What follows belongs to an exercise in optimizing a design on an open flow for small area, a short achievable clock period and few clock cycles per item; a production flow would make more cautious choices. In this exercise RTL edits were held to simulation tests only and were not proved equivalent to the original. Power and IR drop assume default switching activity.

// line_follow_pid_steering_core
module line_follow_pid_steering_core (
  input  logic        clk,
  input  logic        rst_n,
  input  logic        in_tvalid,
  output logic        in_tready,
  input  logic [47:0] in_tdata,    
  input  logic        in_tlast,    
  output logic        out_tvalid,
  input  logic        out_tready,
  output logic [47:0] out_tdata,
  input  logic        cfg_valid,
  output logic        cfg_ready,
  input  logic [2:0]  cfg_index,
  input  logic [31:0] cfg_data
);
Size in the first run: about 700 flip-flops, about 140 I/O pins.
Settings: LEC_CHECK=0, CAP_MARGIN=20, CORE_MARGIN=2, CORE_UTILIZATION=40, CTS_CLUSTER_DIAMETER=70, CTS_CLUSTER_SIZE=30, SLEW_MARGIN=20; clock period 11.0 ns.
standard.sh (not shown) runs the stock make flow with config.mk's settings and CLKGATE_MAP_FILE= SYNTH_SCRIPT=/design/flow/synth_recipe.tcl, a recipe that flattens the netlist after the stock synthesis.
==> flow/flow/run.sh <==
#!/bin/bash
set -euo pipefail
bash standard.sh SETUP_SLACK_MARGIN=7 "BUFFER_PORTS_ARGS=-buffer_cell sky130_fd_sc_hd__buf_2" finish > standard.log 2>&1
The baseline passed the timing, DRC and antenna checks.
Testbench counts at the start, summed over its fixed seeds: cycles 5,456, scans 320.
Rerun with:
- CTS_CLUSTER_DIAMETER: 70 -> not set
- CTS_CLUSTER_SIZE: 30 -> not set
Outcome: The changed run produced a clean layout. Power is higher by 6.0%. Worst hold slack barely changes. Worst setup slack gets better by 0.044 ns. Final cell count is higher by 0.40%. Wire length barely changes. Non-clock buffer count is lower by 6. Cell area is higher by 0.96%. Utilization is higher by 0.43 points. Synthesized cell count does not change. Die area does not change. Clock power is higher by 20%.

---

== run A ==
line_follow_pid_steering_core, a different RTL version from the one above (not shown whole).
Size in the first run: ~730 flip-flops, ~140 I/O pins, about 53000 µm² of cells after synthesis.
// line_follow_pid_steering_core
module line_follow_pid_steering_core (
  input  logic        clk,
  input  logic        rst_n,
  input  logic        in_tvalid,
  output logic        in_tready,
  input  logic [47:0] in_tdata,    
  input  logic        in_tlast,    
  output logic        out_tvalid,
  input  logic        out_tready,
  output logic [47:0] out_tdata,
  input  logic        cfg_valid,
  output logic        cfg_ready,
  input  logic [2:0]  cfg_index,
  input  logic [31:0] cfg_data
);
export LEC_CHECK = 0
export CAP_MARGIN = 20
export CORE_MARGIN = 2
export CORE_UTILIZATION = 40
export SLEW_MARGIN = 20
create_clock -name core_clock -period 11.0 [get_ports {clk}]
==> flow/flow/run.sh <==
#!/bin/bash
set -euo pipefail
bash standard.sh SETUP_SLACK_MARGIN=7 finish > standard.log 2>&1
Run A closes out successfully: all stages finished, all timing, DRC and antenna checks passed.
Testbench counts of run A, summed over its fixed seeds: cycles 5,472, scans 320.
Input changes introduced in run B (baseline for comparison: run A):
# run A
export LEC_CHECK = 0
export CAP_MARGIN = 20
export CORE_MARGIN = 2
export CORE_UTILIZATION = 40
export SLEW_MARGIN = 20
create_clock -name core_clock -period 11.0 [get_ports {clk}]
# run B
export LEC_CHECK = 0
export CAP_MARGIN = 20
export CORE_MARGIN = 2
export CORE_UTILIZATION = 55
export SLEW_MARGIN = 20
create_clock -name core_clock -period 11.0 [get_ports {clk}]
==> run summary <==
- Run B against run A: die area went down 37000 µm²; synthesized-area fraction occupied by adder cells now sits at about the same level; multi-input combinational cell count now sits at about the same level; routed wire length shows a reduction of about 1.2%; portion of the clock cycle consumed by the worst path in the final layout stayed essentially flat.
- From run A to run B the numbers moved as follows: post-CTS repair timing setup buffer count saw a decrease; cell count saw a decrease; final area saw a decrease.
Modified inputs, run C compared to run B
# run B
export LEC_CHECK = 0
export CAP_MARGIN = 20
export CORE_MARGIN = 2
export CORE_UTILIZATION = 55
export SLEW_MARGIN = 20
create_clock -name core_clock -period 11.0 [get_ports {clk}]
# run C
export LEC_CHECK = 0
export CAP_MARGIN = 20
export CORE_MARGIN = 2
export CORE_UTILIZATION = 40
export SLEW_MARGIN = 20
create_clock -name core_clock -period 11.0 [get_ports {clk}]
==> flow/flow/run.sh <==
#!/bin/bash
set -euo pipefail
bash standard.sh SETUP_SLACK_MARGIN=8 finish > standard.log 2>&1
==> comparison <==
Run C: no failed stages, no open violations at the end
From run B to run C the numbers moved as follows: number of global-route vias before repair up about 6.5%; die area now sits higher; clock latency on the worst-skew pair now larger; initial antenna violation count rose 3.
[inputs] run D vs run C
# run C
export LEC_CHECK = 0
export CAP_MARGIN = 20
export CORE_MARGIN = 2
export CORE_UTILIZATION = 40
export SLEW_MARGIN = 20
create_clock -name core_clock -period 11.0 [get_ports {clk}]
# run D
export LEC_CHECK = 0
export CAP_MARGIN = 20
export CORE_MARGIN = 2
export CORE_UTILIZATION = 40
export CTS_BUF_LIST = sky130_fd_sc_hd__clkbuf_4 sky130_fd_sc_hd__clkbuf_8
export SLEW_MARGIN = 20
create_clock -name core_clock -period 11.0 [get_ports {clk}]
==> flow/flow/run.sh <==
#!/bin/bash
set -euo pipefail
bash standard.sh SETUP_SLACK_MARGIN=7 finish > standard.log 2>&1
### Flow results
- Run D against run C: wire length on met2 decreased 11%; synthesis-to-layout area growth down 16 points; met3 usage in global routing has decreased; sequential power barely changed.
- What run D reported for via count of the first global-routing pass has to be multiplied by 1.06 to get the figure for run C.

re-timing with driven ports:
The flow's constraints put no driver on any port. The routed layouts listed below were extracted and timed again, unchanged, in two steps.
Step 1 (the two cells are an assumption about what drives the block):
set clk [get_ports {clk}]
set_driving_cell -lib_cell sky130_fd_sc_hd__clkbuf_16 $clk
set_driving_cell -lib_cell sky130_fd_sc_hd__buf_2 [delete_from_list [all_inputs] $clk]
Step 2 adds t to the input delays and takes it off the output delays; t is the mean of the earliest and latest rising clock arrival at the registers after step 1. Input paths then give back, and output paths get back, about the clock's delay inside the block.
Three values: no drivers, after step 1, after step 2; two values: the first two.
run	t, ns	setup slack, ns	worst register clock-pin slew, ns
the first run of note 1	0.738	7.069 / 7.069 / 6.932	0.10 / 0.10
the second run of note 1	0.750	7.113 / 7.113 / 6.942	0.07 / 0.07
run A	0.766	7.067 / 6.995 / 6.668	0.07 / 0.07
run B	0.739	7.074 / 6.997 / 6.748	0.07 / 0.07
run C	0.773	7.211 / 7.211 / 7.211	0.07 / 0.07
run D	0.915	7.087 / 7.012 / 6.669	0.07 / 0.07
After both steps setup and hold are still met in every run listed. For run D, which loses most, drivers alone change the setup slack by -0.075 ns; drivers and shift together by -0.418 ns.
